This is an optimization exercise on Yosys and OpenROAD, whose aim is small area, not a production implementation. At most, simulation tests tie the RTL to the original design; equivalence was not proved. Only the layout flow was run in runs 4, 5, 7 and 8; the RTL was not checked for function there. Power figures rest on the tool's default switching activity, not on a simulated workload. The flow treats the clock pin as an ideal source, which a real chip does not have.

## design/flow/config.mk

```make
export PLATFORM = sky130hd
export DESIGN_NAME = pulse_sampler
export DESIGN_NICKNAME = pulse_sampler
export VERILOG_FILES = /design/flow/design.v
export SDC_FILE = /design/flow/constraint.sdc
export NUM_CORES = 4
export LEC_CHECK = 0
export ABC_AREA = 1
export CAP_MARGIN = 20
export CORE_AREA = 8 8 442 442
export DIE_AREA = 0 0 450 450
export PLACE_DENSITY = 0.6
export SLEW_MARGIN = 20
export SYNTH_HIERARCHICAL = 1
export SYNTH_MINIMUM_KEEP_SIZE = 0
```

## design/flow/constraint.sdc

```tcl
create_clock -name core_clock -period 5.0 [get_ports {clk}]
set_input_delay 1.0000 -clock core_clock [delete_from_list [all_inputs] [get_ports {clk}]]
set_output_delay 1.0000 -clock core_clock [all_outputs]
set_load 0.01 [all_outputs]
```

## design/flow/design.v

```verilog
package daq_pkg;
    parameter int DEFAULT_N_CH   = 16;
    parameter int DEFAULT_WINDOW = 64;
    typedef enum logic [1:0] {
        STAND_BY = 2'd0,
        READING  = 2'd1,
        WAITING  = 2'd2
    } readout_state_e;
endpackage
module pulse_lane
#(
    parameter int WINDOW = daq_pkg::DEFAULT_WINDOW           
) (
    input  logic              clk,
    input  logic              rst,
    input  logic              pulse_n,              
    output logic [WINDOW-1:0] window_n              
);
    logic    sync_meta;                             
    logic    sync_q;                                
    logic    prev_q;                                
    logic    rise_n;                                
    always_ff @(posedge clk) begin
        if (rst) begin
            sync_meta <= 1'b0;
        end else begin
            sync_meta <= ~pulse_n;
        end
    end
    always_ff @(posedge clk) begin
        sync_q <= sync_meta;
        prev_q <= sync_q;
    end
    assign rise_n = ~(sync_q & ~prev_q);
    logic [WINDOW:0] hist_n;
    always_ff @(posedge clk) begin
        hist_n <= {rise_n, hist_n[WINDOW:1]};
    end
    assign window_n = hist_n[WINDOW-1:0];
endmodule
module event_readout
#(
    parameter int N_CH   = daq_pkg::DEFAULT_N_CH,            
    parameter int WINDOW = daq_pkg::DEFAULT_WINDOW           
) (
    input  logic                         clk,
    input  logic                         rst,
    input  logic [N_CH-1:0][WINDOW-1:0]  windows_n,     
    input  logic                         trig_thresh,   
    input  logic                         event_saved,   
    output logic [N_CH-1:0][WINDOW-1:0]  evento         
);
    logic reading_q;                                
    logic waiting_q;                                
    logic show_q;                                   
    always_ff @(posedge clk) begin
        if (rst) begin
            reading_q <= 1'b0;
            waiting_q <= 1'b0;
            show_q    <= 1'b0;
        end else begin
            reading_q <= ~reading_q & ~waiting_q & trig_thresh;
            waiting_q <= reading_q | (waiting_q & ~event_saved);
            show_q    <= reading_q;
        end
    end
    localparam logic [6:0] AGE0 = 7'(127 - (WINDOW + 2));
    logic [6:0] age_q;
    always_ff @(posedge clk) begin
        if (rst) begin
            age_q <= AGE0;
        end else if (age_q != 7'h7f) begin
            age_q <= age_q + 1'b1;
        end
    end
    logic       shown;                              
    logic [2:0] age_hi, age_lo;
    logic [7:0] hi_gt;                              
    logic [7:0] hi_eq;                              
    logic [7:0] lo_ge;                              
    assign shown  = show_q & age_q[6];
    assign age_hi = age_q[5:3];
    assign age_lo = age_q[2:0];
    for (genvar i = 0; i < 8; i++) begin : dec_g
        assign hi_gt[i] = shown & (age_hi > 3'(i));
        assign hi_eq[i] = shown & (age_hi == 3'(i));
        assign lo_ge[i] = (age_lo >= 3'(i));
    end
    logic [WINDOW-1:0] show_n;                      
    for (genvar k = 0; k < WINDOW; k++) begin : pos_g
        localparam int T = 63 - k;                  
        assign show_n[k] = ~(hi_gt[T / 8] | (hi_eq[T / 8] & lo_ge[T % 8]));
    end
    event_gate #(
        .N_CH   (N_CH),
        .WINDOW (WINDOW)
    ) gate0 (
        .show_n    (show_n),
        .windows_n (windows_n),
        .evento    (evento)
    );
endmodule
module event_gate
#(
    parameter int N_CH   = daq_pkg::DEFAULT_N_CH,
    parameter int WINDOW = daq_pkg::DEFAULT_WINDOW
) (
    input  logic [WINDOW-1:0]            show_n,
    input  logic [N_CH-1:0][WINDOW-1:0]  windows_n,
    output logic [N_CH-1:0][WINDOW-1:0]  evento
);
    for (genvar c = 0; c < N_CH; c++) begin : ch_g
        assign evento[c] = ~(show_n | windows_n[c]);
    end
endmodule
module pulse_sampler
#(
    parameter int N_CH   = daq_pkg::DEFAULT_N_CH,            
    parameter int WINDOW = daq_pkg::DEFAULT_WINDOW           
) (
    input  logic                         clk,
    input  logic                         rst,
    input  logic [N_CH-1:0]              ch_n,           
    input  logic                         trig_thresh,    
    input  logic                         event_saved,    
    output logic [N_CH*WINDOW-1:0]       evento          
);
    logic [N_CH-1:0][WINDOW-1:0] windows_n;
    for (genvar i = 0; i < N_CH; i++) begin : lane_g
        pulse_lane #(
            .WINDOW (WINDOW)
        ) lane (
            .clk      (clk),
            .rst      (rst),
            .pulse_n  (ch_n[i]),
            .window_n (windows_n[i])
        );
    end
    event_readout #(
        .N_CH   (N_CH),
        .WINDOW (WINDOW)
    ) readout0 (
        .clk         (clk),
        .rst         (rst),
        .windows_n   (windows_n),
        .trig_thresh (trig_thresh),
        .event_saved (event_saved),
        .evento      (evento)
    );
endmodule
```

## design/flow/flow/run.sh

```bash
#!/bin/bash
# Standard ORFS layout, with the smallest buffer on the ports, logic back at
# its smallest drive after synthesis, ports in a fixed order and a lighter
# clock tree.
set -euo pipefail
here=$(cd "$(dirname "$0")" && pwd)
export BUFFER_PORTS_ARGS="-buffer_cell sky130_fd_sc_hd__buf_1"
export POST_FLOORPLAN_TCL="$here/post_floorplan.tcl"
export CTS_ARGS="-sink_clustering_enable -repair_clock_nets -dont_use_dummy_load $(cat "$here/cts_args.txt")"
bash standard.sh finish > flow_make.log 2>&1
```

## design/flow/flow/cts_args.txt

```
-sink_clustering_size 35 -sink_clustering_max_diameter 80
```

## design/flow/flow/downsize.tcl

```tcl
# Put logic cells back to their smallest drive after synthesis; the resizer
# upsizes again wherever slew, capacitance or timing needs it.
set db [ord::get_db]
set block [[$db getChip] getBlock]
set swapped 0
foreach inst [$block getInsts] {
  set m [[$inst getMaster] getName]
  if {[regexp {^(sky130_fd_sc_hd__(nor2|nand2|inv|a21oi|o21ai|nand3|nor3|nand4|nor4|a31oi|o31ai|a211oi|o211ai))_([0-9]+)$} $m -> base t n] && $n > 1} {
    set new [$db findMaster ${base}_1]
    if {$new ne "NULL"} {
      $inst swapMaster $new
      incr swapped
    }
  }
}
puts "downsize: swapped $swapped cells to drive 1"
```

## design/flow/flow/pins.tcl

```tcl
# Ports around the die in a fixed order: the four control inputs, the
# channel inputs, then the event bits by window stage (stage 63 first), all
# 16 channels of a stage side by side. Each stage's show line then stays
# local, and each channel's window chain runs once around the die.
set block [ord::get_db_block]
set die [$block getDieArea]
set W [ord::dbu_to_microns [$die xMax]]
set H [ord::dbu_to_microns [$die yMax]]

set pins [list clk rst trig_thresh event_saved]
for {set c 0} {$c < 16} {incr c} { lappend pins "ch_n\[$c\]" }
for {set k 63} {$k >= 0} {incr k -1} {
  for {set c 0} {$c < 16} {incr c} { lappend pins "evento\[[expr {$c * 64 + $k}]\]" }
}

set n [llength $pins]
set margin 6.0
set per_edge [expr {int(ceil($n / 4.0))}]

proc snap {v off pitch} { return [expr {$off + $pitch * round(($v - $off) / $pitch)}] }

set i 0
foreach p $pins {
  set edge [expr {$i / $per_edge}]
  set j [expr {$i % $per_edge}]
  if {$edge == 0 || $edge == 2} { set len $W } else { set len $H }
  set step [expr {($len - 2 * $margin) / $per_edge}]
  set d [expr {$margin + ($j + 0.5) * $step}]
  switch $edge {
    0 { set x [snap $d 0.23 0.46];              set y 0;  set l met2 }
    1 { set x $W; set y [snap $d 0.34 0.68];              set l met3 }
    2 { set x [snap [expr {$W - $d}] 0.23 0.46]; set y $H; set l met2 }
    3 { set x 0;  set y [snap [expr {$H - $d}] 0.34 0.68]; set l met3 }
  }
  place_pin -pin_name $p -layer $l -location [list $x $y] -force_to_die_boundary
  incr i
}
puts "pins: placed $n ports"
```

## design/flow/flow/post_floorplan.tcl

```tcl
set here [file dirname [info script]]
source [file join $here downsize.tcl]
source [file join $here pins.tcl]
```

## design/flow/standard.sh

```bash
#!/bin/bash
# synth_recipe.tcl (not shown) runs the flow's synth.tcl, then flattens the netlist and writes it again
# the make line also repeats each setting of config.mk as NAME=value (left out here)
make -C /OpenROAD-flow-scripts/flow DESIGN_CONFIG=/design/flow/config.mk WORK_HOME=/design/flow/orfs CLKGATE_MAP_FILE= SYNTH_SCRIPT=/design/flow/synth_recipe.tcl "${@:-finish}"
```

==> results of run 1 <==
==> flip-flops by register name, summed over array words and instances, names as in the netlist <==
register	cells
readout0.show_q	1
readout0.waiting_q	1
lane_g.lane.sync_q	16
lane_g.lane.prev_q	16
lane_g.lane.sync_meta	16
readout0.age_q	7
readout0.reading_q	1
lane_g.lane.hist_n	1040
==> power by group <==
part	leakage, uW	internal (uW)	switching, uW
Sequential	0.00907	9100	257
Clock	0.000518	1520	2500
Combinational	0.00329	77.9	251
==> per-layer routing <==
| layer | track usage | wire (um) | vias up |
|---|---|---|---|
| li1 | - | - | 9317 |
| met1 | 0.107 | 41600 | 8736 |
| met2 | 0.151 | 45000 | 689 |
| met3 | 0.0262 | 6590 | 69 |
| met4 | 0.0247 | 2220 | 0 |
| met5 | 0 | 0 | - |
==> cell type report <==
type,count,area (sq um)
diodes,2,5.00
repair buffers,1093,4300
fillers,20800,152000
clock buffers,42,1050
inverters,52,195
well taps,2495,3120
multi-input cells,1182,4600
flip-flops and latches,1098,22000
==> final timing paths <==
| check | start | endpoint | slack (ps) | cells past startpoint |
|---|---|---|---|---|
| hold reg to reg | lane_g[13].lane.hist_n[56] | lane_g[13].lane.hist_n[55] | 300 | 0 |
| hold / removal | lane_g[13].lane.hist_n[56] | lane_g[13].lane.hist_n[55] | 300 | 0 |
| setup / recovery | readout0.age_q[4] | evento[817] | 470 | 8 |
| setup reg to reg | readout0.age_q[4] | readout0.age_q[0] | 3280 | 5 |
==> placed cells by master, fill, tap and decap left out, drive strengths merged <==
master  instances
dfxtp        1098
buf          1093
nor2         1057
nand2          57
inv            51
clkbuf         42
o21ai          39
a21oi          13
nand3           7
ha              5
diode           2
nor3            2
nand4           2
clkinv          1
==> synth_stat cells <==
master   count  share of area
a21oi_1     12         0.0016
a21oi_4      1        0.00045
buf_12       4         0.0022
buf_2        1        0.00014
buf_4     1026           0.21
buf_6      120          0.037
buf_8        5         0.0021
dfxtp_1   1098           0.60
ha_1         5         0.0017
inv_1       50         0.0051
inv_2        2        0.00021
nand2_1     54         0.0055
nand2_2      1        0.00017
nand2_4      2        0.00062
nand3_1      7        0.00096
nand4_1      2        0.00034
nor2_1     877          0.090
nor2_2     161          0.028
nor2_4      19         0.0059
nor3_1       2        0.00027
o21ai_0     38         0.0052
o21ai_1      1        0.00014
==> per-stage QoR <==
step	hold WS, ps	utilization	area [sq um]	setup WS, ps	power (uW)
final	297	0.188	35300	468	13700
after global routing	294	0.188	35300	44.0	14200
after CTS	296	0.188	35300	119	13900
after detailed placement	312	0.182	34200	676	9890
after global placement	311	0.182	34200	665	9890
after floorplan	310	-	36500	2450	10000
==> kinds of logic after synthesis <==
family,Yosys count,synth area share
flops,1098,0.602
buf+inv,1208,0.258
simple gates,1125,0.131
compound gates,52,0.00743
fa+ha+maj,5,0.00171
==> impl_metrics.py, run 1 <==
metrics = {
    "outcome": {
        "status": "complete, no violations",
    },
    "grt": {
        "overflow": 0,
        "grt_max_degree": 36,
        "first_global_vias": 20000,
        "antenna_found_initial": 4,
        "grt_pass1_wl_um": 136000,
        "grt_use_total": 0.0880,
    },
    "timing": {
        "fin_skew_ps": 72.6,
        "worst_pin_slew_ps": 994,
        "finalCriticalPeriod_ps": 4530,
        "maxSlewViolCount": 0,
        "period_share": 0.906,
        "hold_viol_final": 0,
        "rsz0062_at_grt": "no",
        "max_slew_margin": 0.330,
        "final.setup.tns_ps": 0,
        "final-setup-viol-count": 0,
        "fmax_mhz": 221,
    },
    "critical_path": {
        "path_cells": "inv_1 > a21oi_2 > buf_4 > inv_1 > o21ai_1 > inv_1 > nor2_1 > buf_1",
        "critPathSlowestCell": "dfxtp_1",
        "crit_family": "buffers and inverters",
        "critPathKind": "reg2out",
        "cpPeakStageDelay_ps": 640,
        "setup.worst_path.start_class": "flop",
        "cp.arrival_ps": 3530,
        "required_ps": 4000,
        "crit_buf_inv": 5,
        "crit_fanout": 21,
        "endpoint_kind": "primary output",
        "critPathMostFrequentCell": "inv_1",
    },
    "routing": {
        "drc": 0,
        "wl_um": 95500,
        "via_count": 18800,
        "first_pass_iters": 7,
        "viasPerCell": 3.15,
        "ant_nets": 0,
        "drtIter0Drc": 1076,
        "wl_per_cell_um": 16.0,
    },
    "floorplan": {
        "die_height_um": 450,
        "die_width_um": 450,
        "die_area_sq_um": 203000,
        "io_pins": 0,
        "core_sq_um": 187000,
        "start_util": 0.195,
        "fp-row-count": 159,
    },
    "clock_tree": {
        "clock_latency_ps": 670,
        "cts_resized": 1,
        "cts_setup_buffers": 0,
        "cts_tree": "yes",
        "cts-buffers-inserted": 42,
        "ctsHoldBuffers": 0,
        "cts_root_buf": "clkbuf_16",
        "cts.clk_slew.worst_paths_ps": 120,
        "htreeDepth": 2,
        "cts.sinks": 1098,
        "cts_buffer_depth": 3,
    },
    "place": {
        "dpl.hpwl_um": 76200,
        "place.port_buffers": 1043,
        "placed_cells": 5920,
        "place_congestion": 0.854,
    },
    "cells_and_area": {
        "syn2layout_area_growth_pct": -3.48,
        "layout-drive-gt1-share": 0.0294,
        "final_cells": 5964,
        "nets": 3494,
    },
    "job": {
        "drv_cap": 0,
    },
    "synthesis": {
        "synth_fp_nets": 3513,
        "synth_seq_cells": 1098,
        "avgSynthCellArea_sq_um": 10.5,
        "ys_seq_area_frac": 0.602,
        "synth_area_sq_um": 36500,
        "ys_warn_count": 8,
        "syn-instance-count": 3488,
        "synth.distinct_cells": 22,
    },
    "worst_hold_path": {
        "hold_class": "reg2reg",
    },
    "pwr": {
        "ir_worst_vdd_mv": 0.374,
        "powerDensity_nw_per_um2": 389,
        "p_leak_uw": 0.0129,
    },
}
==> run 2, diff against run 1 <==
==> design/flow/flow/cts_args.txt (replaced) <==
-sink_clustering_size 30 -sink_clustering_max_diameter 100
==> impl_metrics.py, run 2 <==
metrics = {
    "place": {
        "dpl.hpwl_um": 76200,
        "place_congestion": 0.854,
        "pre_cts_slack_ps": 676,
        "dpl_cell_area_sq_um": 34200,
        "place.port_buffers": 1043,
    },
    "critical_path": {
        "r2r_end": "readout0.age_q[0]",
        "setup.worst_path.start_class": "flop",
        "reg2reg_depth": 5,
        "r2r_slack_ps": 3280,
        "critPathKind": "reg2out",
        "crit_fanout": 21,
        "required_ps": 4000,
        "cp.arrival_ps": 3550,
        "regToRegStartpoint": "readout0.age_q[4]",
        "endpoint_kind": "primary output",
    },
    "cells_and_area": {
        "regMostFlops": "lane_g.lane.hist_n",
        "layout_common_cells": "dfxtp_1 (1097), nor2_1 (1055), buf_1 (1043)",
        "largest_reg_flops": 1040,
        "syn2layout_area_growth_pct": -3.35,
        "final_area_sq_um": 35300,
        "nets": 3496,
        "fillers": 20800,
        "final_common_cell": "dfxtp_1",
        "layout-drive-gt1-share": 0.0300,
    },
    "timing": {
        "rsz0062_at_grt": "no",
        "fin_skew_ps": 57.5,
        "worst_pin_slew_ps": 1020,
        "whs_ps": 305,
        "layout_setup_ws_ps": 455,
        "fmax_mhz": 220,
        "final-setup-viol-count": 0,
        "maxSlewViolCount": 0,
        "final.setup.tns_ps": 0,
        "max_slew_margin": 0.316,
        "hold_viol_final": 0,
        "period_share": 0.909,
        "finalCriticalPeriod_ps": 4550,
    },
    "worst_hold_path": {
        "hold_class": "reg2reg",
        "hold_start": "lane_g[13].lane.hist_n[56]",
        "holdPathEnd": "lane_g[13].lane.hist_n[55]",
        "worstHoldPathCells": 0,
    },
    "pwr": {
        "powerDensity_nw_per_um2": 391,
        "ir_worst_vdd_mv": 0.359,
        "p_leak_uw": 0.0129,
    },
    "synthesis": {
        "synth_area_sq_um": 36500,
        "async_flop_share": 0,
        "synth.most_common_cell": "dfxtp_1",
        "synthFlopType": "dfxtp_1",
        "yosysTopAreaCellShare": 0.602,
        "synth_seq_cells": 1098,
        "ys_seq_area_frac": 0.602,
        "synth_fp_nets": 3513,
        "yosysTopAreaCell": "dfxtp_1",
        "ys_warn_count": 8,
        "ys_top_cells_by_area": "dfxtp_1 (60%), buf_4 (21%), nor2_1 (9.0%)",
        "synth_edf_count": 0,
        "synth_commonest_cells": "dfxtp_1 (1098), buf_4 (1026), nor2_1 (877), nor2_2 (161), buf_6 (120)",
        "syn-instance-count": 3488,
        "synth.distinct_cells": 22,
        "avgSynthCellArea_sq_um": 10.5,
    },
    "grt": {
        "grt_use_total": 0.0882,
        "grt_pass1_wl_um": 136000,
        "first_global_vias": 20000,
        "grt_max_degree": 31,
        "overflow": 0,
        "antenna_found_initial": 3,
    },
    "clock_tree": {
        "clock_latency_ps": 660,
        "cts_tree": "yes",
        "htreeDepth": 2,
        "cts_resized": 1,
        "cts_root_buf": "clkbuf_16",
        "cts_buffer_depth": 3,
        "ctsHoldBuffers": 0,
        "cts-buffers-inserted": 44,
        "cts_setup_buffers": 0,
        "cts.sinks": 1098,
        "cts.clk_slew.worst_paths_ps": 100,
    },
    "routing": {
        "viasPerCell": 3.16,
        "drc": 0,
        "wl_per_cell_um": 16.0,
        "drtIter0Drc": 1257,
        "first_pass_iters": 5,
        "ant_nets": 0,
        "via_count": 18800,
        "wl_um": 95700,
    },
    "outcome": {
        "status": "complete, no violations",
    },
    "floorplan": {
        "die_width_um": 450,
        "die_height_um": 450,
        "fp-row-count": 159,
        "core_sq_um": 187000,
        "die_area_sq_um": 203000,
        "start_util": 0.195,
        "io_pins": 0,
    },
    "job": {
        "drv_cap": 0,
    },
}
[run 2: cell counts after synthesis]
Identical to the previous run, type by type.
[run 2: worst max path at each step]
stage,slack [ps],cells after the start,endpoint,from
after floorplan,2450,8,evento[420],readout0.age_q[1]
after global placement,670,9,evento[817],readout0.show_q
after detailed placement,680,8,evento[241],readout0.age_q[4]
after CTS,100,8,evento[241],readout0.age_q[4]
after global routing,30,8,evento[817],readout0.age_q[4]
final,450,8,evento[177],readout0.age_q[4]
[run 2: final cells by class]
type	count	area, sq um	share of cell area
flip-flops and latches	1098	22000	0.623
multi-input cells	1182	4600	0.130
repair buffers	1093	4300	0.122
well taps	2495	3120	0.0884
clock buffers	44	1100	0.0312
inverters	52	195	0.00553
diodes	1	2.50	0.0000709
[run 2: per-layer routing]
layer  vias up  part of all wire  GRT usage
li1       9323                 -          -
met1      8703              0.43      0.107
met2       741              0.47      0.151
met3        69             0.073     0.0262
met4         0             0.025     0.0254
met5         -                 0          0
[run 2: cells by family (layout without fill, tap and decap cells)]
kind of cell,Yosys count,count (layout),share of synthesized area
AO/OA/AOI/OAI,52,52,0.00743
adder cells (fa/ha/maj),5,5,0.00171
buffers and inverters,1208,1189,0.258
flip-flops,1098,1098,0.602
other,0,1,0
AND/OR/NAND/NOR,1125,1125,0.131
[run 2: per-stage QoR]
stage                util  power [uW]  cells
detailed placement  0.182        9890   5920
CTS                 0.188       14000   5964
floorplan               -       10000   3488
finish              0.188       13800   5965
global route        0.188       14300   5965
global placement    0.182        9890   5919
[run 2: where the power goes]
part | switching, uW | total, uW | internal, uW
logic | 251 | 329 | 77.9
registers | 257 | 9360 | 9100
clock network | 2520 | 4100 | 1580
total | 3020 | 13800 | 10800
[run 2: worst max-delay path, stage by stage, from the launching register on]
cell and delay [ps]:
dfxtp_1 640, inv_1 210, a21oi_2 200, buf_4 220
inv_1 390, o21ai_1 450, inv_1 370, nor2_1 250
buf_1 200
==> run 3, diff against run 2 <==
==> design/flow/flow/cts_args.txt (replaced) <==
-sink_clustering_size 30 -sink_clustering_max_diameter 60
==> impl_metrics.py, run 3 <==
metrics = {
    "outcome": {
        "status": "complete, no violations",
    },
    "critical_path": {
        "endpoint_kind": "primary output",
        "setup.worst_path.start_class": "flop",
        "required_ps": 4000,
        "cp.arrival_ps": 3530,
        "crit_fanout": 21,
        "critPathKind": "reg2out",
    },
    "routing": {
        "wl_per_cell_um": 16.1,
        "drc": 0,
        "wl_um": 96000,
        "drtIter0Drc": 1220,
        "viasPerCell": 3.17,
        "ant_nets": 0,
        "via_count": 19000,
        "first_pass_iters": 5,
    },
    "synthesis": {
        "synth.most_common_cell": "dfxtp_1",
        "synthFlopType": "dfxtp_1",
        "synth_fp_nets": 3513,
        "async_flop_share": 0,
        "synth.distinct_cells": 22,
        "synth_area_sq_um": 36500,
        "ys_top_cells_by_area": "dfxtp_1 (60%), buf_4 (21%), nor2_1 (9.0%)",
        "synth_commonest_cells": "dfxtp_1 (1098), buf_4 (1026), nor2_1 (877), nor2_2 (161), buf_6 (120)",
        "ys_seq_area_frac": 0.602,
        "yosysTopAreaCellShare": 0.602,
        "ys_warn_count": 8,
        "syn-instance-count": 3488,
        "yosysTopAreaCell": "dfxtp_1",
        "synth_seq_cells": 1098,
        "synth_edf_count": 0,
        "avgSynthCellArea_sq_um": 10.5,
    },
    "place": {
        "place.port_buffers": 1043,
        "pre_cts_slack_ps": 676,
        "place_congestion": 0.854,
        "dpl.hpwl_um": 76200,
    },
    "pwr": {
        "ir_worst_vdd_mv": 0.348,
        "powerDensity_nw_per_um2": 401,
        "p_leak_uw": 0.0131,
    },
    "cells_and_area": {
        "final_common_cell": "dfxtp_1",
        "nets": 3509,
        "largest_reg_flops": 1040,
        "regMostFlops": "lane_g.lane.hist_n",
        "layout-drive-gt1-share": 0.0336,
        "layout_common_cells": "dfxtp_1 (1097), nor2_1 (1055), buf_1 (1043)",
        "syn2layout_area_growth_pct": -2.46,
    },
    "clock_tree": {
        "htreeDepth": 2,
        "cts-buffers-inserted": 57,
        "cts.clk_slew.worst_paths_ps": 90,
        "cts_buffer_depth": 3,
        "cts_tree": "yes",
        "cts.sinks": 1098,
        "clock_latency_ps": 700,
        "cts_root_buf": "clkbuf_16",
    },
    "floorplan": {
        "die_area_sq_um": 203000,
        "core_sq_um": 187000,
        "die_width_um": 450,
        "die_height_um": 450,
        "fp-row-count": 159,
        "start_util": 0.195,
        "io_pins": 0,
    },
    "timing": {
        "finalCriticalPeriod_ps": 4530,
        "layout_setup_ws_ps": 473,
        "final.setup.tns_ps": 0,
        "max_slew_margin": 0.346,
        "hold_viol_final": 0,
        "worst_pin_slew_ps": 971,
        "period_share": 0.905,
        "maxSlewViolCount": 0,
        "rsz0062_at_grt": "no",
        "fin_skew_ps": 61.5,
        "fmax_mhz": 221,
        "final-setup-viol-count": 0,
    },
    "grt": {
        "antenna_found_initial": 3,
        "first_global_vias": 20200,
        "overflow": 0,
        "grt_max_degree": 31,
        "grt_use_total": 0.0885,
        "grt_pass1_wl_um": 136000,
    },
    "job": {
        "drv_cap": 0,
    },
    "worst_hold_path": {
        "hold_class": "reg2reg",
    },
}
==> run 3: cell counts after synthesis <==
No cell type changed its count.
==> run 3: worst max-delay path, stage by stage (launching register included) <==
cell     delay (ps)
dfxtp_1         630
inv_1           200
a21oi_2         200
buf_4           220
inv_1           380
o21ai_1         440
inv_1           360
nor2_1          250
buf_1           190
==> run 3: per-stage QoR <==
step                power (uW)   util  instances  hold WS [ps]  area (sq um)
floorplan                10000      -       3488           310         36500
global placement          9890  0.182       5919           311         34200
detailed placement        9890  0.182       5920           312         34200
CTS                      14500  0.190       5977           308         35600
global route             14800  0.190       5978           315         35600
finish                   14300  0.190       5978           305         35600
==> run 3: power breakdown <==
part	internal, uW	leakage (uW)	switching [uW]
registers	9100	0.00907	258
clock network	2010	0.000702	2600
logic	77.9	0.00329	250
total	11200	0.0131	3100
==> run 3: cell type report <==
type	count	area, sq um
fillers	20800	152000
flip-flops and latches	1098	22000
multi-input cells	1182	4600
repair buffers	1093	4300
well taps	2495	3120
clock buffers	57	1430
inverters	52	195
diodes	1	2.50
==> run 3: layer usage <==
layer,part of all wire,global-route usage
met1,0.43,0.107
met2,0.47,0.153
met3,0.071,0.0261
met4,0.022,0.0243
met5,0,0
==> run 3: cells by family after synthesis <==
logic type                 Yosys count  synth area share
adders and majority gates            5           0.00171
DFF                               1098             0.602
AOI/OAI and AO/OA                   52           0.00743
buffers and inverters             1208             0.258
and+or+nand+nor                   1125             0.131
==> run 3: timing repair <==
| item | CTS | global route |
|---|---|---|
| buffers inserted | 0 | 0 |
| hold buffers | 0 | 0 |
| setup endpoints to repair | 16 | 0 |
| resized for setup | 1 | 0 |
==> run 3: final timing paths <==
path	from	cells after the start	slack, ps	to
setup / recovery	readout0.age_q[4]	8	470	evento[817]
setup reg to reg	readout0.age_q[4]	5	3300	readout0.age_q[0]
hold / removal	lane_g[15].lane.hist_n[63]	0	310	lane_g[15].lane.hist_n[62]
hold reg to reg	lane_g[15].lane.hist_n[63]	0	310	lane_g[15].lane.hist_n[62]
==> run 4, diff against run 3 <==
--- a/design/flow/design.v
+++ b/design/flow/design.v
@@ -75,21 +75,26 @@
     end
     logic       shown;                              
     logic [2:0] age_hi, age_lo;
-    logic [7:0] hi_gt;                              
+    logic [8:0] hi_ge;                              
     logic [7:0] hi_eq;                              
     logic [7:0] lo_ge;                              
     assign shown  = show_q & age_q[6];
     assign age_hi = age_q[5:3];
     assign age_lo = age_q[2:0];
     for (genvar i = 0; i < 8; i++) begin : dec_g
-        assign hi_gt[i] = shown & (age_hi > 3'(i));
+        assign hi_ge[i] = shown & (age_hi >= 3'(i));
         assign hi_eq[i] = shown & (age_hi == 3'(i));
         assign lo_ge[i] = (age_lo >= 3'(i));
     end
+    assign hi_ge[8] = 1'b0;
     logic [WINDOW-1:0] show_n;                      
     for (genvar k = 0; k < WINDOW; k++) begin : pos_g
         localparam int T = 63 - k;                  
-        assign show_n[k] = ~(hi_gt[T / 8] | (hi_eq[T / 8] & lo_ge[T % 8]));
+        if (T % 8 == 0) begin : whole_g
+            assign show_n[k] = ~hi_ge[T / 8];
+        end else begin : part_g
+            assign show_n[k] = ~(hi_ge[T / 8 + 1] | (hi_eq[T / 8] & lo_ge[T % 8]));
+        end
     end
     event_gate #(
         .N_CH   (N_CH),
==> design/flow/flow/cts_args.txt (replaced) <==
-sink_clustering_size 30 -sink_clustering_max_diameter 100
==> impl_metrics.py, run 4 <==
metrics = {
    "floorplan": {
        "core_sq_um": 187000,
        "start_util": 0.195,
        "io_pins": 0,
        "die_height_um": 450,
        "fp-row-count": 159,
        "die_area_sq_um": 203000,
        "die_width_um": 450,
    },
    "pwr": {
        "pwr-share-seq": 0.676,
        "p_sw_uw": 3090,
        "p_leak_uw": 0.0129,
        "internal-power_uw": 10700,
        "combPwrFrac": 0.030,
        "ir_worst_vdd_mv": 0.344,
        "p_clk_frac": 0.294,
        "swShare": 0.223,
        "powerDensity_nw_per_um2": 392,
    },
    "critical_path": {
        "crit_fanout": 20,
        "critPathSlowestCell": "nand2_1",
        "regToRegStartpoint": "readout0.age_q[2]",
        "path_cells": "nand2_1 > buf_4 > inv_1 > nand2_1 > buf_4 > nor2_2 > buf_4 > nand2_1 > nor2_1 > buf_1",
        "critPathKind": "reg2out",
        "endpoint_kind": "primary output",
        "reg2reg_depth": 7,
        "cpPeakStageDelay_ps": 360,
        "cp-startpoint": "readout0.age_q[6]",
        "r2r_end": "readout0.age_q[5]",
        "crit_buf_inv": 5,
        "cp.arrival_ps": 3500,
        "r2r_slack_ps": 3050,
        "setup.worst_path.start_class": "flop",
        "required_ps": 4000,
        "crit_family": "buffers and inverters",
    },
    "timing": {
        "max_slew_margin": 0.256,
        "period_share": 0.899,
        "hold_viol_final": 0,
        "final-setup-viol-count": 0,
        "fin_skew_ps": 35.9,
        "finalCriticalPeriod_ps": 4500,
        "final.setup.tns_ps": 0,
        "fmax_mhz": 222,
        "worst_pin_slew_ps": 1110,
        "rsz0062_at_grt": "no",
        "maxSlewViolCount": 0,
        "whs_ps": 323,
    },
    "routing": {
        "drtIter0Drc": 1249,
        "ant_nets": 0,
        "wl_per_cell_um": 15.9,
        "wl_um": 94600,
        "first_pass_iters": 5,
        "via_count": 18900,
        "drc": 0,
        "viasPerCell": 3.17,
    },
    "clock_tree": {
        "cts_root_buf": "clkbuf_16",
        "clock_latency_ps": 660,
        "cts.clk_slew.worst_paths_ps": 100,
        "cts.sinks": 1098,
        "cts_buffer_depth": 3,
        "htreeDepth": 2,
        "cts_setup_buffers": 0,
        "cts-buffers-inserted": 43,
        "cts_tree": "yes",
    },
    "cells_and_area": {
        "regMostFlops": "lane_g.lane.hist_n",
        "layout-drive-gt1-share": 0.0289,
        "seqCellArea_sq_um": 22000,
        "final_common_cell": "dfxtp_1",
        "fillers": 20800,
        "largest_reg_flops": 1040,
        "multiInputGateArea_sq_um": 4640,
        "layout_common_cells": "dfxtp_1 (1098), nor2_1 (1056), buf_1 (1043)",
        "utilization": 0.188,
        "nets": 3492,
        "syn2layout_area_growth_pct": -3.50,
    },
    "synthesis": {
        "synth_commonest_cells": "dfxtp_1 (1098), buf_4 (1024), nor2_1 (881), nor2_2 (159), buf_6 (119)",
        "synth_area_sq_um": 36500,
        "ys_warn_count": 8,
        "yosysTopAreaCell": "dfxtp_1",
        "synth_edf_count": 0,
        "synth.distinct_cells": 23,
        "yosysTopAreaCellShare": 0.602,
        "synth.most_common_cell": "dfxtp_1",
        "synthFlopType": "dfxtp_1",
        "synth_fp_nets": 3521,
        "synth_seq_cells": 1098,
        "ys_seq_area_frac": 0.602,
        "async_flop_share": 0,
        "avgSynthCellArea_sq_um": 10.4,
        "ys_top_cells_by_area": "dfxtp_1 (60%), buf_4 (21%), nor2_1 (9.1%)",
        "syn-instance-count": 3497,
    },
    "grt": {
        "grt_pass1_wl_um": 135000,
        "grt_use_total": 0.0871,
        "grt_max_degree": 31,
        "overflow": 0,
        "first_global_vias": 19700,
        "antenna_found_initial": 7,
    },
    "place": {
        "dpl.hpwl_um": 75300,
        "place.port_buffers": 1043,
        "place_congestion": 0.865,
    },
    "job": {
        "drv_cap": 0,
    },
    "worst_hold_path": {
        "holdPathEnd": "lane_g[15].lane.hist_n[55]",
        "hold_start": "lane_g[15].lane.hist_n[56]",
        "hold_class": "reg2reg",
        "worstHoldPathCells": 0,
    },
    "outcome": {
        "status": "complete, no violations",
    },
}
## run 4: cell types whose count changed in the layout (fill, tap and decap cells not counted), moves of 4 or more
cell / before / now
o21ai_2: 2 / 6
o21ai_1: 20 / 12
clkbuf_16: 57 / 43
diode_2: 1 / 5
buf_4: 49 / 39
o21ai_0: 16 / 21
inv_1: 51 / 60
a21oi_1: 12 / 7
## run 4: how the worst max path moves through the flow
stage	to	depth (start not counted)	slack, ps
final	evento[65]	10	500
after global routing	evento[393]	8	40
after detailed placement	evento[270]	11	720
after CTS	evento[192]	9	80
after global placement	evento[140]	9	740
after floorplan	evento[436]	10	2430
## run 4: power groups by stage
stage | clock [uW] | sequential, uW | combinational, uW
floorplan | 0 | 9410 | 654
finish | 4070 | 9350 | 409
CTS | 4230 | 9360 | 437
global placement | 0 | 9550 | 431
detailed placement | 0 | 9540 | 435
global route | 4520 | 9390 | 458
## run 4: layer usage
metal,GRT usage,routed length [um]
met1,0.105,40500
met2,0.149,44900
met3,0.0270,7050
met4,0.0253,2120
met5,0,0
## run 4: timing repair
action,in CTS,in global routing
pin swaps,0,0
hold buffers,0,0
setup endpoints to repair,32,96
gates resized for setup,2,1
## run 4: cells by family (layout without fill, tap and decap cells)
group | after synthesis | after routing | share of synthesized area
flip-flops | 1098 | 1098 | 0.602
adder cells (fa/ha/maj) | 4 | 4 | 0.00137
buffers and inverters | 1216 | 1185 | 0.258
AND/OR/NAND/NOR | 1126 | 1126 | 0.132
AO/OA/AOI/OAI | 53 | 53 | 0.00747
other | 0 | 5 | 0
## run 4: worst reg2reg max path, stage by stage (launching register included)
cell and delay, ps:
dfxtp_1 800, nand2_1 420, buf_4 310, nor2_1 140, nand3_1 90, nand2_1 70, inv_1 40, nand2_1 40
## run 4: through the flow
step / worst slack, ps / power (uW) / instances / instance area (sq um)
after floorplan: 2430 / 10100 / 3497 / 36500
after global placement: 737 / 9980 / 5917 / 34100
after detailed placement: 719 / 9980 / 5918 / 34200
after CTS: 84.0 / 14000 / 5961 / 35200
after global routing: 37.6 / 14400 / 5962 / 35300
final: 504 / 13800 / 5966 / 35300
## run 4: layout make-up
class | instances | area share
well taps | 2495 | 0.0885
diodes | 5 | 0.000355
repair buffers | 1082 | 0.119
flip-flops and latches | 1098 | 0.623
inverters | 60 | 0.00639
multi-input cells | 1183 | 0.131
clock buffers | 43 | 0.0305
==> run 5, diff against run 4 <==
==> design/flow/flow/run.sh (replaced) <==
#!/bin/bash
# Standard ORFS layout with these changes:
#  - synthesis maps logic with an area-only ABC script (abc_area.script here,
#    in a copy of the ORFS scripts folder made in the work folder);
#  - the smallest buffer on the ports;
#  - logic back at its smallest drive after synthesis, and the ports in a
#    fixed order (post_floorplan.tcl);
#  - a lighter clock tree (cts_args.txt).
set -euo pipefail
here=$(cd "$(dirname "$0")" && pwd)
work=$(pwd)
rm -rf "$work/orfs_scripts"
cp -r "$FLOW_HOME/scripts" "$work/orfs_scripts"
cp "$here/abc_area.script" "$work/orfs_scripts/abc_area.script"
export SCRIPTS_DIR="$work/orfs_scripts"
export BUFFER_PORTS_ARGS="-buffer_cell sky130_fd_sc_hd__buf_1"
export POST_FLOORPLAN_TCL="$here/post_floorplan.tcl"
export CTS_ARGS="-sink_clustering_enable -repair_clock_nets -dont_use_dummy_load $(cat "$here/cts_args.txt")"
bash standard.sh finish > flow_make.log 2>&1
==> design/flow/flow/abc_area.script (new file) <==
strash
dch
amap
topo
==> impl_metrics.py, run 5 <==
metrics = {
    "synthesis": {
        "synthFlopType": "dfxtp_1",
        "synth.distinct_cells": 20,
        "synth_edf_count": 0,
        "synth_commonest_cells": "dfxtp_1 (1098), nor2_1 (1069), buf_4 (1024), clkinv_1 (20), o21ai_0 (19)",
        "ys_top_cells_by_area": "dfxtp_1 (64%), buf_4 (22%), nor2_1 (12%)",
        "avgSynthCellArea_sq_um": 10.4,
        "synth.most_common_cell": "dfxtp_1",
        "synth_area_sq_um": 34400,
        "synth_fp_nets": 3332,
        "yosysTopAreaCell": "dfxtp_1",
        "yosysTopAreaCellShare": 0.640,
        "ys_warn_count": 8,
        "async_flop_share": 0,
        "synth_seq_cells": 1098,
        "syn-instance-count": 3308,
        "ys_seq_area_frac": 0.640,
    },
    "floorplan": {
        "start_util": 0.183,
        "core_sq_um": 187000,
        "die_area_sq_um": 203000,
        "fp-row-count": 159,
        "die_width_um": 450,
        "io_pins": 0,
        "die_height_um": 450,
    },
    "routing": {
        "wl_per_cell_um": 16.0,
        "wl_um": 94900,
        "first_pass_iters": 5,
        "ant_nets": 0,
        "viasPerCell": 3.18,
        "drc": 0,
        "via_count": 18800,
        "drtIter0Drc": 1083,
    },
    "timing": {
        "fmax_mhz": 217,
        "fin_skew_ps": 112,
        "max_slew_margin": 0.421,
        "period_share": 0.923,
        "maxSlewViolCount": 0,
        "final-setup-viol-count": 0,
        "final.setup.tns_ps": 0,
        "whs_ps": 285,
        "hold_viol_final": 0,
        "rsz0062_at_grt": "no",
        "finalCriticalPeriod_ps": 4620,
        "layout_setup_ws_ps": 384,
        "worst_pin_slew_ps": 865,
    },
    "critical_path": {
        "r2r_slack_ps": 2450,
        "cp.arrival_ps": 3620,
        "crit_fanout": 25,
        "critPathKind": "reg2out",
        "endpoint_kind": "primary output",
        "reg2reg_depth": 9,
        "setup.worst_path.start_class": "flop",
        "required_ps": 4000,
    },
    "outcome": {
        "status": "complete, no violations",
    },
    "place": {
        "dpl.hpwl_um": 76200,
        "placed_cells": 5869,
        "place.port_buffers": 1043,
        "pre_cts_slack_ps": 767,
        "place_congestion": 0.863,
        "dpl_cell_area_sq_um": 34100,
    },
    "clock_tree": {
        "clock_latency_ps": 690,
        "cts_setup_buffers": 0,
        "htreeDepth": 2,
        "cts_root_buf": "clkbuf_16",
        "cts.clk_slew.worst_paths_ps": 100,
        "cts-buffers-inserted": 45,
        "cts_buffer_depth": 3,
        "cts.sinks": 1098,
        "cts_tree": "yes",
    },
    "worst_hold_path": {
        "hold_class": "reg2reg",
        "worstHoldPathCells": 0,
    },
    "grt": {
        "grt_use_total": 0.0876,
        "grt_pass1_wl_um": 135000,
        "antenna_found_initial": 4,
        "overflow": 0,
        "grt_max_degree": 31,
        "first_global_vias": 19800,
    },
    "pwr": {
        "powerDensity_nw_per_um2": 393,
        "ir_worst_vdd_mv": 0.387,
        "p_leak_uw": 0.0127,
    },
    "cells_and_area": {
        "layout-drive-gt1-share": 0.0325,
        "regMostFlops": "lane_g.lane.hist_n",
        "largest_reg_flops": 1040,
        "final_common_cell": "dfxtp_1",
        "nets": 3445,
        "final_cells": 5919,
        "layout_common_cells": "dfxtp_1 (1098), nor2_1 (1061), buf_1 (1043)",
        "final_area_sq_um": 35300,
        "syn2layout_area_growth_pct": 2.71,
    },
    "job": {
        "drv_cap": 0,
    },
}
==> run 5: critical path, cell delays in order, from the launching register on <==
cell      delay [ps]
dfxtp_1          390
clkinv_1         280
nor2_4           160
buf_4            350
clkinv_1         110
buf_4            230
nor2_4            90
buf_4            330
clkinv_1         530
nor2_1           270
buf_1            180
==> run 5: final cells by class <==
cell class / count / area, sq um
diodes: 5 / 12.5
well taps: 2495 / 3120
clock buffers: 45 / 1130
inverters: 20 / 75.1
fillers: 20800 / 152000
multi-input cells: 1166 / 4690
repair buffers: 1090 / 4280
flip-flops and latches: 1098 / 22000
==> run 5: stage by stage <==
step            util  power, uW
2_1_floorplan      -      10000
3_5_place_dp   0.182       9940
6_report       0.188      13900
3_3_place_gp   0.182       9940
4_1_cts        0.188      14100
5_1_grt        0.188      14400
==> run 5: path summary, 6_finish.rpt <==
kind	startpoint	end
worst max-delay path	readout0.age_q[5]	evento[975]
worst max register to register	readout0.age_q[3]	readout0.age_q[5]
worst min-delay path	lane_g[4].lane.hist_n[55]	lane_g[4].lane.hist_n[54]
worst min register to register	lane_g[4].lane.hist_n[55]	lane_g[4].lane.hist_n[54]
==> run 5: cells by family after synthesis <==
group,count (synthesis),synth area share
compound gates,52,0.00951
buf+inv,1044,0.226
simple gates,1110,0.123
fa+ha+maj,4,0.00146
flops,1098,0.640
==> run 5: metal layers <==
layer  part of all wire  up-vias  routed length, um  global-route usage
li1                   -     9252                  -                   -
met1               0.44     8820              42200               0.109
met2               0.47      670              45000               0.151
met3              0.066       63               6250              0.0249
met4              0.016        0               1520              0.0198
met5                  0        -                  0                   0
==> run 5: where the power goes <==
part | leakage (uW) | internal [uW] | total [uW] | switching [uW]
clock | 0.000555 | 1620 | 4120 | 2510
combinational | 0.00308 | 95.6 | 369 | 273
sequential | 0.00907 | 9110 | 9370 | 260
==> run 5: repair_timing <==
item	4_1_cts	5_1_grt
gates resized for setup	0	3
setup endpoints to repair	1	51
hold buffers	0	0
==> run 6, diff against run 5 <==
--- a/design/flow/design.v
+++ b/design/flow/design.v
@@ -50,20 +50,17 @@
     input  logic                         event_saved,   
     output logic [N_CH-1:0][WINDOW-1:0]  evento         
 );
-    logic reading_q;                                
-    logic waiting_q;                                
-    logic show_q;                                   
+    logic [1:0] state_q;
+    logic       show_q;                             
     always_ff @(posedge clk) begin
         if (rst) begin
-            reading_q <= 1'b0;
-            waiting_q <= 1'b0;
-            show_q    <= 1'b0;
+            state_q <= 2'b00;
         end else begin
-            reading_q <= ~reading_q & ~waiting_q & trig_thresh;
-            waiting_q <= reading_q | (waiting_q & ~event_saved);
-            show_q    <= reading_q;
+            state_q[1] <= (~state_q[1] & state_q[0]) | (state_q[1] & ~event_saved);
+            state_q[0] <= (~state_q[1] & ~state_q[0] & trig_thresh) | (state_q[1] & ~event_saved);
         end
     end
+    assign show_q = state_q[1] & ~state_q[0];
     localparam logic [6:0] AGE0 = 7'(127 - (WINDOW + 2));
     logic [6:0] age_q;
     always_ff @(posedge clk) begin
@@ -73,29 +70,29 @@
             age_q <= age_q + 1'b1;
         end
     end
-    logic       shown;                              
-    logic [2:0] age_hi, age_lo;
-    logic [8:0] hi_ge;                              
+    logic [7:0] hi_ge;                              
+    logic [7:0] hi_ge_n;                            
     logic [7:0] hi_eq;                              
     logic [7:0] lo_ge;                              
-    assign shown  = show_q & age_q[6];
-    assign age_hi = age_q[5:3];
-    assign age_lo = age_q[2:0];
-    for (genvar i = 0; i < 8; i++) begin : dec_g
-        assign hi_ge[i] = shown & (age_hi >= 3'(i));
-        assign hi_eq[i] = shown & (age_hi == 3'(i));
-        assign lo_ge[i] = (age_lo >= 3'(i));
-    end
-    assign hi_ge[8] = 1'b0;
+    event_mask_dec dec0 (
+        .shown   (show_q & age_q[6]),
+        .age_hi  (age_q[5:3]),
+        .age_lo  (age_q[2:0]),
+        .hi_ge   (hi_ge),
+        .hi_ge_n (hi_ge_n),
+        .hi_eq   (hi_eq),
+        .lo_ge   (lo_ge)
+    );
     logic [WINDOW-1:0] show_n;                      
-    for (genvar k = 0; k < WINDOW; k++) begin : pos_g
-        localparam int T = 63 - k;                  
-        if (T % 8 == 0) begin : whole_g
-            assign show_n[k] = ~hi_ge[T / 8];
-        end else begin : part_g
-            assign show_n[k] = ~(hi_ge[T / 8 + 1] | (hi_eq[T / 8] & lo_ge[T % 8]));
-        end
-    end
+    event_mask #(
+        .WINDOW (WINDOW)
+    ) mask0 (
+        .hi_ge   (hi_ge),
+        .hi_ge_n (hi_ge_n),
+        .hi_eq   (hi_eq),
+        .lo_ge   (lo_ge),
+        .show_n  (show_n)
+    );
     event_gate #(
         .N_CH   (N_CH),
         .WINDOW (WINDOW)
@@ -116,6 +113,43 @@
 );
     for (genvar c = 0; c < N_CH; c++) begin : ch_g
         assign evento[c] = ~(show_n | windows_n[c]);
+    end
+endmodule
+module event_mask_dec (
+    input  logic       shown,                       
+    input  logic [2:0] age_hi,
+    input  logic [2:0] age_lo,
+    output logic [7:0] hi_ge,                       
+    output logic [7:0] hi_ge_n,                     
+    output logic [7:0] hi_eq,                       
+    output logic [7:0] lo_ge                        
+);
+    for (genvar i = 0; i < 8; i++) begin : dec_g
+        assign hi_ge[i]   = shown & (age_hi >= 3'(i));
+        assign hi_ge_n[i] = ~hi_ge[i];
+        assign hi_eq[i]   = shown & (age_hi == 3'(i));
+        assign lo_ge[i]   = (age_lo >= 3'(i));
+    end
+endmodule
+module event_mask
+#(
+    parameter int WINDOW = daq_pkg::DEFAULT_WINDOW
+) (
+    input  logic [7:0]        hi_ge,
+    input  logic [7:0]        hi_ge_n,
+    input  logic [7:0]        hi_eq,
+    input  logic [7:0]        lo_ge,
+    output logic [WINDOW-1:0] show_n                
+);
+    for (genvar k = 0; k < WINDOW; k++) begin : pos_g
+        localparam int T = 63 - k;                  
+        if (T % 8 == 0) begin : whole_g
+            assign show_n[k] = hi_ge_n[T / 8];
+        end else if (T / 8 == 7) begin : top_g
+            assign show_n[k] = ~(hi_eq[7] & lo_ge[T % 8]);
+        end else begin : part_g
+            assign show_n[k] = ~(hi_ge[T / 8 + 1] | (hi_eq[T / 8] & lo_ge[T % 8]));
+        end
     end
 endmodule
 module pulse_sampler
--- a/design/flow/config.mk
+++ b/design/flow/config.mk
@@ -6,10 +6,10 @@
 export NUM_CORES = 4
 export LEC_CHECK = 0
 export ABC_AREA = 1
-export CAP_MARGIN = 20
+export CAP_MARGIN = 0
 export CORE_AREA = 8 8 442 442
 export DIE_AREA = 0 0 450 450
 export PLACE_DENSITY = 0.6
-export SLEW_MARGIN = 20
+export SLEW_MARGIN = 0
 export SYNTH_HIERARCHICAL = 1
 export SYNTH_MINIMUM_KEEP_SIZE = 0
==> impl_metrics.py, run 6 <==
metrics = {
    "outcome": {
        "status": "complete, no violations",
    },
    "grt": {
        "grt_max_degree": 31,
        "overflow": 0,
        "grt_use_total": 0.0856,
        "antenna_found_initial": 11,
        "grt_pass1_wl_um": 132000,
        "first_global_vias": 19500,
    },
    "floorplan": {
        "core_sq_um": 187000,
        "fp-row-count": 159,
        "die_height_um": 450,
        "start_util": 0.183,
        "die_area_sq_um": 203000,
        "io_pins": 0,
        "die_width_um": 450,
    },
    "routing": {
        "ant_nets": 0,
        "first_pass_iters": 5,
        "drc": 0,
        "drtIter0Drc": 1342,
        "viasPerCell": 3.16,
        "wl_per_cell_um": 15.8,
        "wl_um": 93400,
        "via_count": 18700,
    },
    "synthesis": {
        "synth_fp_nets": 3337,
        "synth_area_sq_um": 34300,
        "avgSynthCellArea_sq_um": 10.4,
        "ys_warn_count": 8,
        "syn-instance-count": 3316,
    },
    "timing": {
        "rsz0062_at_grt": "yes",
        "fin_skew_ps": 43.4,
        "maxSlewViolCount": 0,
        "worst_pin_slew_ps": 1320,
        "period_share": 0.954,
        "max_slew_margin": 0.119,
        "layout_setup_ws_ps": 228,
        "final-setup-viol-count": 0,
        "final.setup.tns_ps": 0,
        "finalCriticalPeriod_ps": 4770,
        "hold_viol_final": 0,
        "fmax_mhz": 210,
    },
    "cells_and_area": {
        "syn2layout_area_growth_pct": 2.27,
        "final_cells": 5904,
        "utilization": 0.187,
        "nets": 3431,
        "layout_common_cells": "dfxtp_1 (1096), nor2_1 (1058), buf_1 (1043)",
        "largest_reg_flops": 1040,
        "regMostFlops": "lane_g.lane.hist_n",
        "fillers": 20800,
        "final_common_cell": "dfxtp_1",
        "layout-drive-gt1-share": 0.0296,
    },
    "critical_path": {
        "crit_fanout": 18,
        "crit_family": "buffers and inverters",
        "regToRegStartpoint": "readout0.age_q[2]",
        "crit_buf_inv": 8,
        "cp.arrival_ps": 3770,
        "cpPeakStageDelay_ps": 390,
        "setup.worst_path.start_class": "flop",
        "path_cells": "and3_1 > clkinv_1 > nor2_2 > buf_4 > clkinv_1 > buf_4 > nor2_1 > buf_4 > clkinv_1 > buf_4 > nor2_4 > a21oi_1 > nor2_1 > buf_1",
        "r2r_end": "readout0.age_q[3]",
        "endpoint_kind": "primary output",
        "r2r_slack_ps": 3190,
        "critPathKind": "reg2out",
        "critPathSlowestCell": "a21oi_1",
        "reg2reg_depth": 7,
        "required_ps": 4000,
        "critPathMostFrequentCell": "buf_4",
    },
    "place": {
        "place.port_buffers": 1043,
        "pre_cts_slack_ps": 302,
        "placed_cells": 5859,
        "dpl.hpwl_um": 72800,
        "place_congestion": 0.845,
    },
    "worst_hold_path": {
        "hold_start": "lane_g[5].lane.sync_meta",
        "holdPathEnd": "lane_g[5].lane.sync_q",
        "worstHoldPathCells": 0,
        "hold_class": "reg2reg",
    },
    "pwr": {
        "p_leak_uw": 0.0126,
        "finalPower_uw": 13900,
        "powerDensity_nw_per_um2": 396,
        "ir_worst_vdd_mv": 0.364,
    },
    "clock_tree": {
        "cts-buffers-inserted": 43,
        "cts_tree": "yes",
        "cts_root_buf": "clkbuf_16",
        "htreeDepth": 2,
        "cts.clk_slew.worst_paths_ps": 100,
        "cts_buffer_depth": 3,
        "cts.sinks": 1097,
        "clock_latency_ps": 660,
    },
    "job": {
        "drv_cap": 0,
    },
}
run 6: worst max path at each step:
| stage | startpoint | to | slack [ps] | cells after the start |
|---|---|---|---|---|
| after floorplan | readout0.state_q[1] | evento[12] | 1520 | 9 |
| after global placement | readout0.state_q[1] | evento[200] | 530 | 14 |
| after detailed placement | readout0.state_q[1] | evento[136] | 300 | 14 |
| after CTS | readout0.state_q[1] | evento[206] | 40 | 14 |
| after global routing | readout0.state_q[1] | evento[589] | -170 | 14 |
| final | readout0.state_q[1] | evento[457] | 230 | 14 |
run 6: what timing repair did:
action	in CTS	in global routing
resized for setup	5	2
buffers inserted	0	0
hold buffers	0	0
endpoints found under the setup margin	152	100
gates cloned	0	0
run 6: report_power, final:
group | internal, uW | switching (uW)
clock | 1550 | 2510
combinational | 126 | 371
sequential | 9100 | 250
total | 10800 | 3130
run 6: layout make-up:
cell class                      instances  area, sq um  area share
Tap cell                             2495         3120      0.0889
Multi-Input combinational cell       1163         4620       0.132
Antenna cell                            1         2.50   0.0000713
Sequential cell                      1097        22000       0.626
Timing Repair Buffer                 1083         4240       0.121
Clock buffer                           43         1080      0.0307
Inverter                               22         83.8     0.00239
run 6: routing by layer:
metal	up-vias	part of all wire	track usage
met5	-	0	0
met4	0	0.017	0.0208
met3	73	0.075	0.0255
met2	779	0.46	0.142
met1	8626	0.45	0.109
li1	9200	-	-
run 6: stage by stage:
step	hold WS (ps)	cell area, sq um
6_report	313	35100
3_3_place_gp	311	34000
5_1_grt	317	35100
3_5_place_dp	312	34000
4_1_cts	312	35100
2_1_floorplan	310	34300
run 6: worst reg2reg max path: stages, from the launching register on:
cell and delay [ps]:
dfxtp_2 320, buf_4 490, nand2_1 150, nor4_1 280, nand2_1 160, clkinv_1 130, nor2_1 60, o221ai_1 140
==> run 7, diff against run 6 <==
--- a/design/flow/design.v
+++ b/design/flow/design.v
@@ -50,17 +50,20 @@
     input  logic                         event_saved,   
     output logic [N_CH-1:0][WINDOW-1:0]  evento         
 );
-    logic [1:0] state_q;
-    logic       show_q;                             
+    logic reading_q;                                
+    logic waiting_q;                                
+    logic show_q;                                   
     always_ff @(posedge clk) begin
         if (rst) begin
-            state_q <= 2'b00;
+            reading_q <= 1'b0;
+            waiting_q <= 1'b0;
+            show_q    <= 1'b0;
         end else begin
-            state_q[1] <= (~state_q[1] & state_q[0]) | (state_q[1] & ~event_saved);
-            state_q[0] <= (~state_q[1] & ~state_q[0] & trig_thresh) | (state_q[1] & ~event_saved);
+            reading_q <= ~reading_q & ~waiting_q & trig_thresh;
+            waiting_q <= reading_q | (waiting_q & ~event_saved);
+            show_q    <= reading_q;
         end
     end
-    assign show_q = state_q[1] & ~state_q[0];
     localparam logic [6:0] AGE0 = 7'(127 - (WINDOW + 2));
     logic [6:0] age_q;
     always_ff @(posedge clk) begin
--- a/design/flow/config.mk
+++ b/design/flow/config.mk
@@ -6,10 +6,10 @@
 export NUM_CORES = 4
 export LEC_CHECK = 0
 export ABC_AREA = 1
-export CAP_MARGIN = 0
+export CAP_MARGIN = 20
 export CORE_AREA = 8 8 442 442
 export DIE_AREA = 0 0 450 450
 export PLACE_DENSITY = 0.6
-export SLEW_MARGIN = 0
+export SLEW_MARGIN = 20
 export SYNTH_HIERARCHICAL = 1
 export SYNTH_MINIMUM_KEEP_SIZE = 0
==> impl_metrics.py, run 7 <==
metrics = {
    "outcome": {
        "status": "complete, no violations",
    },
    "timing": {
        "fmax_mhz": 218,
        "hold_viol_final": 0,
        "fin_skew_ps": 75.8,
        "final-setup-viol-count": 0,
        "worst_pin_slew_ps": 1070,
        "max_slew_margin": 0.283,
        "period_share": 0.918,
        "maxSlewViolCount": 0,
        "rsz0062_at_grt": "no",
        "final.setup.tns_ps": 0,
        "finalCriticalPeriod_ps": 4590,
    },
    "cells_and_area": {
        "final_common_cell": "dfxtp_1",
        "syn2layout_area_growth_pct": 2.71,
        "largest_reg_flops": 1040,
        "fillers": 20800,
        "utilization": 0.188,
        "layout_common_cells": "dfxtp_1 (1096), nor2_1 (1054), buf_1 (1043)",
        "layout-drive-gt1-share": 0.0375,
        "regMostFlops": "lane_g.lane.hist_n",
        "nets": 3438,
    },
    "critical_path": {
        "setup.worst_path.start_class": "flop",
        "cp.arrival_ps": 3590,
        "reg2reg_depth": 7,
        "regToRegStartpoint": "readout0.age_q[2]",
        "r2r_end": "readout0.age_q[3]",
        "required_ps": 4000,
        "endpoint_kind": "primary output",
        "critPathKind": "reg2out",
        "crit_fanout": 17,
        "r2r_slack_ps": 3060,
    },
    "synthesis": {
        "synth_area_sq_um": 34300,
        "syn-instance-count": 3315,
        "avgSynthCellArea_sq_um": 10.4,
        "ys_warn_count": 8,
        "synth_fp_nets": 3336,
    },
    "pwr": {
        "ir_worst_vdd_mv": 0.361,
        "p_leak_uw": 0.0127,
        "finalPower_uw": 13900,
        "combPwrFrac": 0.028,
        "p_sw_uw": 3070,
        "swShare": 0.221,
        "powerDensity_nw_per_um2": 394,
        "internal-power_uw": 10800,
        "p_clk_frac": 0.298,
        "pwr-share-seq": 0.674,
    },
    "routing": {
        "viasPerCell": 3.17,
        "ant_nets": 0,
        "drtIter0Drc": 1137,
        "via_count": 18700,
        "drc": 0,
        "first_pass_iters": 5,
        "wl_um": 93400,
        "wl_per_cell_um": 15.8,
    },
    "floorplan": {
        "die_height_um": 450,
        "die_width_um": 450,
        "fp-row-count": 159,
        "start_util": 0.183,
        "core_sq_um": 187000,
        "die_area_sq_um": 203000,
        "io_pins": 0,
    },
    "clock_tree": {
        "htreeDepth": 2,
        "cts-buffers-inserted": 45,
        "clock_latency_ps": 670,
        "cts_buffer_depth": 3,
        "cts.sinks": 1098,
        "cts_setup_buffers": 0,
        "cts_tree": "yes",
        "cts_root_buf": "clkbuf_16",
        "cts.clk_slew.worst_paths_ps": 110,
    },
    "place": {
        "place.port_buffers": 1043,
        "dpl.hpwl_um": 73000,
        "place_congestion": 0.840,
    },
    "grt": {
        "antenna_found_initial": 7,
        "first_global_vias": 19700,
        "grt_max_degree": 31,
        "overflow": 0,
        "grt_pass1_wl_um": 133000,
        "grt_use_total": 0.0858,
    },
    "worst_hold_path": {
        "hold_class": "reg2reg",
        "worstHoldPathCells": 0,
        "hold_start": "lane_g[4].lane.sync_meta",
        "holdPathEnd": "lane_g[4].lane.sync_q",
    },
    "job": {
        "drv_cap": 0,
    },
}
==> run 7: changes by cell type in the layout (fill, tap and decap cells not counted), moves of 4 or more <==
cell / previous run / this run
nor2_1: 1058 / 1054
buf_4: 38 / 45
a21oi_1: 45 / 30
a21oi_2: 5 / 20
==> run 7: power by group through the flow <==
stage	registers, uW	logic (uW)	clock network (uW)
3_3_place_gp	9560	399	0
5_1_grt	9410	422	4570
4_1_cts	9370	403	4300
2_1_floorplan	9420	566	0
3_5_place_dp	9560	401	0
6_report	9370	385	4140
==> run 7: area by class of cell <==
cell class | count | area (sq um) | share of cell area
antenna | 2 | 5.00 | 0.000142
clock buffer | 45 | 1130 | 0.0319
inverter | 21 | 83.8 | 0.00238
multi-input combinational | 1162 | 4700 | 0.133
sequential | 1098 | 22000 | 0.623
tap | 2495 | 3120 | 0.0885
timing repair buffer | 1089 | 4260 | 0.121
==> run 7: through the flow <==
step	instances	instance area [sq um]	worst slack (ps)	hold slack, ps
CTS	5909	35200	73.9	272
global placement	5864	34000	-505	311
global route	5911	35300	17.8	274
floorplan	3315	34300	1560	310
finish	5912	35300	410	273
detailed placement	5864	34000	73.2	312
==> run 7: worst max path at each step <==
stage / endpoint / from / slack [ps]
2_1_floorplan: evento[12] / readout0.age_q[6] / 1560
3_3_place_gp: evento[311] / readout0.age_q[4] / -500
3_5_place_dp: evento[311] / readout0.age_q[4] / 70
4_1_cts: evento[311] / readout0.age_q[4] / 70
5_1_grt: evento[375] / readout0.age_q[4] / 20
6_report: evento[311] / readout0.age_q[4] / 410
==> run 7: worst max-delay path: stages, from the launching register on <==
cell        delay (ps)
dfxtp_1            550
nor2_1             320
nor2_4             430
clkinv_2           380
nand2_1            500
clkinvlp_4         410
nor2_1             190
buf_1              170
==> run 7: metal layers <==
| layer | track usage | wire length (um) | vias up |
|---|---|---|---|
| met5 | 0 | 0 | - |
| met4 | 0.0266 | 2290 | 0 |
| met3 | 0.0248 | 6450 | 79 |
| met2 | 0.142 | 43000 | 733 |
| met1 | 0.108 | 41700 | 8705 |
| li1 | - | - | 9209 |
==> run 7: what timing repair did <==
item                                    in CTS  in global routing
hold endpoints to repair                     0                  0
gates resized for setup                      5                  6
endpoints found under the setup margin     240                126
hold buffers                                 0                  0
==> run 8, diff against run 7 <==
--- a/design/flow/config.mk
+++ b/design/flow/config.mk
@@ -9,6 +9,7 @@
 export CAP_MARGIN = 20
 export CORE_AREA = 8 8 442 442
 export DIE_AREA = 0 0 450 450
+export GPL_TIMING_DRIVEN = 0
 export PLACE_DENSITY = 0.6
 export SLEW_MARGIN = 20
 export SYNTH_HIERARCHICAL = 1
==> impl_metrics.py, run 8 <==
metrics = {
    "critical_path": {
        "setup.worst_path.start_class": "flop",
        "crit_fanout": 16,
        "r2r_slack_ps": 3060,
        "cp-startpoint": "readout0.age_q[6]",
        "required_ps": 4000,
        "regToRegStartpoint": "readout0.age_q[4]",
        "r2r_end": "readout0.age_q[5]",
        "critPathKind": "reg2out",
        "cp.arrival_ps": 3640,
        "reg2reg_depth": 6,
        "endpoint_kind": "primary output",
    },
    "routing": {
        "drc": 0,
        "viasPerCell": 3.18,
        "ant_nets": 0,
        "drtIter0Drc": 937,
        "wl_per_cell_um": 14.6,
        "wl_um": 101000,
        "first_pass_iters": 5,
        "via_count": 22000,
    },
    "floorplan": {
        "fp-row-count": 159,
        "core_sq_um": 187000,
        "io_pins": 0,
        "die_area_sq_um": 203000,
        "die_height_um": 450,
        "die_width_um": 450,
        "start_util": 0.183,
    },
    "synthesis": {
        "synth_fp_nets": 3336,
        "ys_warn_count": 8,
        "synth_area_sq_um": 34300,
        "avgSynthCellArea_sq_um": 10.4,
        "syn-instance-count": 3315,
    },
    "timing": {
        "fmax_mhz": 215,
        "final.setup.tns_ps": 0,
        "hold_viol_final": 0,
        "period_share": 0.928,
        "maxSlewViolCount": 0,
        "final-setup-viol-count": 0,
        "fin_skew_ps": 29.0,
        "rsz0062_at_grt": "no",
        "finalCriticalPeriod_ps": 4640,
        "max_slew_margin": 0.201,
        "worst_pin_slew_ps": 1190,
    },
    "cells_and_area": {
        "final_cells": 6916,
        "largest_reg_flops": 1040,
        "nets": 4443,
        "layout-drive-gt1-share": 0.263,
        "multiInputGateArea_sq_um": 4810,
        "regMostFlops": "lane_g.lane.hist_n",
        "final_common_cell": "dfxtp_1",
        "fillers": 20600,
        "final_area_sq_um": 43000,
        "utilization": 0.230,
        "seqCellArea_sq_um": 22000,
        "syn2layout_area_growth_pct": 25.2,
        "layout_common_cells": "dfxtp_1 (1095), nor2_1 (1052), buf_1 (1044)",
    },
    "place": {
        "dpl.hpwl_um": 80400,
        "placed_cells": 6866,
        "dpl_cell_area_sq_um": 41700,
        "place_congestion": 0.807,
        "place.port_buffers": 1043,
    },
    "grt": {
        "grt_pass1_wl_um": 149000,
        "grt_max_degree": 31,
        "grt_use_total": 0.0942,
        "antenna_found_initial": 1,
        "overflow": 0,
        "first_global_vias": 23200,
    },
    "clock_tree": {
        "cts_buffer_depth": 3,
        "ctsHoldBuffers": 0,
        "cts_root_buf": "clkbuf_16",
        "cts.sinks": 1098,
        "cts.clk_slew.worst_paths_ps": 110,
        "htreeDepth": 2,
        "clock_latency_ps": 650,
        "cts-buffers-inserted": 43,
        "cts_tree": "yes",
    },
    "pwr": {
        "ir_worst_vdd_mv": 0.270,
        "powerDensity_nw_per_um2": 333,
        "p_leak_uw": 0.0175,
    },
    "worst_hold_path": {
        "holdPathEnd": "lane_g[14].lane.hist_n[63]",
        "hold_class": "reg2reg",
        "hold_start": "lane_g[14].lane.hist_n[64]",
        "worstHoldPathCells": 0,
    },
    "job": {
        "drv_cap": 0,
    },
    "outcome": {
        "status": "complete, no violations",
    },
}
[run 8: timing repair]
action,4_1_cts,5_1_grt
buffers inserted,1,3
pin swaps,0,1
gates resized for setup,24,3
setup endpoints to repair,928,255
[run 8: routing by layer]
metal	global-route usage	part of all wire	vias up
met5	0	0	-
met4	0.0300	0.031	0
met3	0.0310	0.074	83
met2	0.156	0.46	672
met1	0.115	0.43	9977
li1	-	-	11200
[run 8: critical path, stage by stage (launching register included)]
cell      delay, ps
dfxtp_1         320
and2_0          200
nand2_2         250
nor2_1           90
nor2_1          570
clkinv_1        560
a21oi_2         670
nor2_1          160
buf_1           170
[run 8: per-stage QoR]
stage          worst slack [ps]  total power, uW  hold WS [ps]
6_report                    358            14300           299
5_1_grt                     110            14900           317
4_1_cts                   -44.4            14500           302
3_5_place_dp               -466            10400           312
3_3_place_gp              -4240            10400           312
2_1_floorplan              1560             9990           310
[run 8: area by class of cell]
cell class	count	share of cell area
Tap cell	2495	0.0726
Buffer	1034	0.180
Timing Repair Buffer	1062	0.0969
Clock buffer	43	0.0250
Sequential cell	1098	0.511
Multi-Input combinational cell	1162	0.112
Inverter	21	0.00198
Antenna cell	1	0.0000582
[run 8: power breakdown]
part | switching, uW | internal [uW]
Clock | 2550 | 1560
Combinational | 393 | 464
Sequential | 259 | 9110
[run 8: worst max-delay path by stage]
stage / cells past startpoint / slack [ps] / end
floorplan: 9 / 1560 / evento[12]
global route: 8 / 110 / evento[878]
finish: 8 / 360 / evento[302]
detailed placement: 11 / -470 / evento[142]
CTS: 11 / -40 / evento[13]
global placement: 5 / -4240 / evento[256]

-- port drivers added, routing unchanged --
Ports are ideal in the flow. The routed layouts listed here were re-timed in OpenROAD.
Step 1, drivers: a clkbuf_16 drives clk and a buf_2 each remaining input, both assumed.
Step 2 moves the port delays by t, midway between the first and last clock arrival at a register: inputs arrive t later, outputs are due t later. That takes back most of the time a late clock gives input paths.
Slacks: ideal / step 1 / step 2; pairs: ideal / step 1.
| run | shift t [ns] | setup WS [ns] | cell pins on the clock port's net |
|---|---|---|---|
| run 1 | 0.708 | 0.468 / 0.393 / 1.101 | 1 |
| run 2 | 0.704 | 0.455 / 0.380 / 1.084 | 1 |
| run 3 | 0.738 | 0.473 / 0.397 / 1.136 | 1 |
| run 4 | 0.717 | 0.504 / 0.426 / 1.143 | 1 |
| run 5 | 0.717 | 0.384 / 0.303 / 1.020 | 1 |
| run 6 | 0.724 | 0.228 / 0.143 / 0.867 | 1 |
| run 7 | 0.715 | 0.410 / 0.332 / 1.047 | 1 |
| run 8 | 0.710 | 0.358 / 0.280 / 0.990 | 1 |
After both steps setup and hold are still met in every run listed.
